Source: an optimization exercise on an open RTL-to-GDS flow (aim: small area, a short achievable clock period and few clock cycles). Production flows keep margins and buffers that such runs may drop.
Only simulation tests tie the RTL to the original design; equivalence was not proved.
Power is estimated from default activity; no workload was simulated.

==> flow/design.v <==
package mem_pkg;
    localparam int DATA_W     = 8;
    localparam int REG_ADDR_W = 32;
    localparam int PC_W       = 32;
    typedef enum logic [0:0] {
        IDLE = 1'b0,
        BUSY = 1'b1
    } state_e;
endpackage
module data_mem #(
    parameter int ADDR_W = 8,
    parameter int DATA_W = 8
) (
    input  logic              clk,
    input  logic              we,
    input  logic [ADDR_W-1:0] addr,
    input  logic [DATA_W-1:0] wdata,
    output logic [DATA_W-1:0] rdata_lo,
    output logic [DATA_W-1:0] rdata_hi
);
    localparam int LO_W = ADDR_W / 2;
    localparam int HI_W = ADDR_W - LO_W;
    localparam int NB   = 2**HI_W;
    logic [DATA_W-1:0] bank_rd [NB];
    for (genvar b = 0; b < NB; b++) begin : g_bank
        logic [DATA_W-1:0] mem [2**LO_W];
        always_ff @(posedge clk) begin
            if (we && addr[ADDR_W-1:LO_W] == HI_W'(b)) begin
                mem[addr[LO_W-1:0]] <= wdata;
            end
        end
        assign bank_rd[b] = mem[addr[LO_W-1:0]];
    end
    assign rdata_lo = bank_rd[{1'b0, addr[ADDR_W-2:LO_W]}];
    assign rdata_hi = bank_rd[{1'b1, addr[ADDR_W-2:LO_W]}];
endmodule
module mem_wb_stage #(
    parameter int ADDR_W  = 8,
    parameter int MEM_LAT = 2,
    parameter int DATA_W  = 8
) (
    input  logic              clk,
    input  logic              rst,
    input  logic [DATA_W-1:0] MEM_aluout,
    input  logic [DATA_W-1:0] MEM_read_data2,
    input  logic [31:0]       MEM_reg_write_addr,
    input  logic [31:0]       MEM_branch_addr,
    input  logic [31:0]       MEM_jump_addr,
    input  logic              MEM_zr,
    input  logic              MEM_ng,
    input  logic              MEM_cr,
    input  logic              MEM_ov,
    input  logic              MEM_Branch,
    input  logic              MEM_BranchFlip,
    input  logic              MEM_MemRead,
    input  logic              MEM_MemWrite,
    input  logic              MEM_Jump,
    input  logic              MEM_RegWrite,
    input  logic              MEM_MemtoReg,
    output logic [DATA_W-1:0] WB_aluout,
    output logic [DATA_W-1:0] WB_read_data,
    output logic [31:0]       WB_reg_write_addr,
    output logic              WB_RegWrite,
    output logic              WB_MemtoReg,
    output logic              pc_src,
    output logic [31:0]       pc_target,
    output logic              flush,
    output logic              stall
);
    logic [DATA_W-1:0] wb_aluout_q;
    logic [DATA_W-1:0] wb_rd_lo_q;
    logic [DATA_W-1:0] wb_rd_hi_q;
    logic [31:0]       wb_dst_q;
    logic              wb_regwrite_q;
    logic              wb_memtoreg_q;
    logic [ADDR_W-1:0] addr;
    logic [DATA_W-1:0] rdata_lo;
    logic [DATA_W-1:0] rdata_hi;
    logic              rd_req;
    logic              taken;
    logic              unused_flags;
    assign addr         = MEM_aluout[ADDR_W-1:0];
    assign rd_req       = MEM_MemRead & ~MEM_MemWrite;
    assign unused_flags = ^{MEM_ng, MEM_cr, MEM_ov};
    data_mem #(
        .ADDR_W (ADDR_W),
        .DATA_W (DATA_W)
    ) u_dmem (
        .clk   (clk),
        .we    (MEM_MemWrite & ~rst),
        .addr  (addr),
        .wdata (MEM_read_data2),
        .rdata_lo (rdata_lo),
        .rdata_hi (rdata_hi)
    );
    assign stall = 1'b0;
    always_comb begin
        taken     = MEM_Branch & (MEM_zr ^ MEM_BranchFlip);
        pc_target = MEM_Jump ? MEM_jump_addr : MEM_branch_addr;
        pc_src    = ~rst & (MEM_Jump | taken);
        flush     = pc_src;
    end
    always_ff @(posedge clk or posedge rst) begin
        if (rst) begin
            wb_aluout_q    <= '0;
            wb_rd_lo_q  <= '0;
            wb_rd_hi_q  <= '0;
            wb_dst_q       <= '0;
            wb_regwrite_q  <= 1'b0;
            wb_memtoreg_q  <= 1'b0;
        end else begin
            wb_aluout_q   <= MEM_aluout;
            wb_dst_q      <= MEM_reg_write_addr;
            wb_regwrite_q <= MEM_RegWrite;
            wb_memtoreg_q <= MEM_MemtoReg;
            if (rd_req) begin
                wb_rd_lo_q  <= addr[ADDR_W-1] ? '0 : rdata_lo;
                wb_rd_hi_q  <= addr[ADDR_W-1] ? rdata_hi : '0;
            end
        end
    end
    assign WB_aluout         = wb_aluout_q;
    assign WB_read_data      = wb_rd_hi_q | wb_rd_lo_q;
    assign WB_reg_write_addr = wb_dst_q;
    assign WB_RegWrite       = wb_regwrite_q;
    assign WB_MemtoReg       = wb_memtoreg_q;
endmodule
make LEC_CHECK=0 CAP_MARGIN=20 CORE_MARGIN=2 CORE_UTILIZATION=72 CTS_CLUSTER_DIAMETER=100 CTS_CLUSTER_SIZE=20 SETUP_SLACK_MARGIN=1.0 SLEW_MARGIN=20 TNS_END_PERCENT=100 finish   # period 3.0 ns
run.sh (not shown) runs the stock make flow with config.mk's settings and CLKGATE_MAP_FILE= SYNTH_SCRIPT=/design/flow/synth_recipe.tcl, a recipe that flattens the netlist after the stock synthesis.
Testbench counts at the start, summed over its fixed seeds: cycles 320,008.
Change:
- CORE_UTILIZATION: 72 -> 65
- SETUP_SLACK_MARGIN: 1.0 -> 0.8
The new run passed the timing, DRC and antenna checks; clock-buffer cell count fell by 16; via count goes down by 7.7%; register-to-register slack is better by 0.11 ns; final area shrinks by about 2.4%; die area increases by 11%; setup slack gains 0.032 ns; clock power barely changes; area after synthesis is unchanged; cell count stays flat; wire length shrinks by 11%.
Change:
- CORE_UTILIZATION: 65 -> 72
What happened: Sequential power stays flat. Global-route usage goes up by 4.3 points. Setup slack improves by 0.032 ns. Via count rose by 4.7%. Cell area barely changes. Synthesized cell count does not change.
Change:
- CTS_CLUSTER_DIAMETER: 100 -> 80
- CTS_CLUSTER_SIZE: 20 -> 28
What happened:
- routed wire length goes down by 0.75%
- worst setup slack barely changes
- maximum frequency barely changes
- first-iteration DRC count is lower by 5.9%
- synthesized area does not change
- final area shrinks by 0.87%
- count of clock-buffer cells in the layout shrinks by 64
- sequential power stays flat
- cell count fell by 0.89%

[afterwards: timing with drivers on the ports]
Ports are ideal in the flow. The routed layouts listed here were re-timed in OpenROAD. Step 1: set_driving_cell puts a clkbuf_16 on clk and a buf_2 on each other input, an assumption about the parent block. Step 2 moves the port delays by t, midway between the first and last clock arrival at a register: inputs arrive t later, outputs are due t later. That takes back most of the time a late clock gives input paths. a / b / c = ideal / step 1 / step 2; a / b = the first two.
run | shift t [ns] | setup slack, ns | hold WS [ns] | slew at the worst register clock pin (ns) | worst data-port slew with drivers (ns)
the first run | 0.805 | 0.674 / 0.584 / -0.222 | 0.296 / 0.242 / 0.596 | 0.10 / 0.10 | 0.25
the second run | 0.832 | 0.706 / 0.658 / -0.131 | 0.172 / 0.150 / 0.574 | 0.09 / 0.09 | 0.16
the third run | 0.795 | 0.738 / 0.696 / -0.027 | 0.317 / 0.267 / 0.570 | 0.09 / 0.09 | 0.18
the fourth run | 0.789 | 0.739 / 0.692 / -0.046 | 0.328 / 0.267 / 0.579 | 0.11 / 0.11 | 0.17
With both steps, setup timing fails in every run listed, where it was met with ideal ports. For the first run, which loses most, drivers alone change the setup slack by -0.090 ns; drivers and shift together by -0.896 ns.
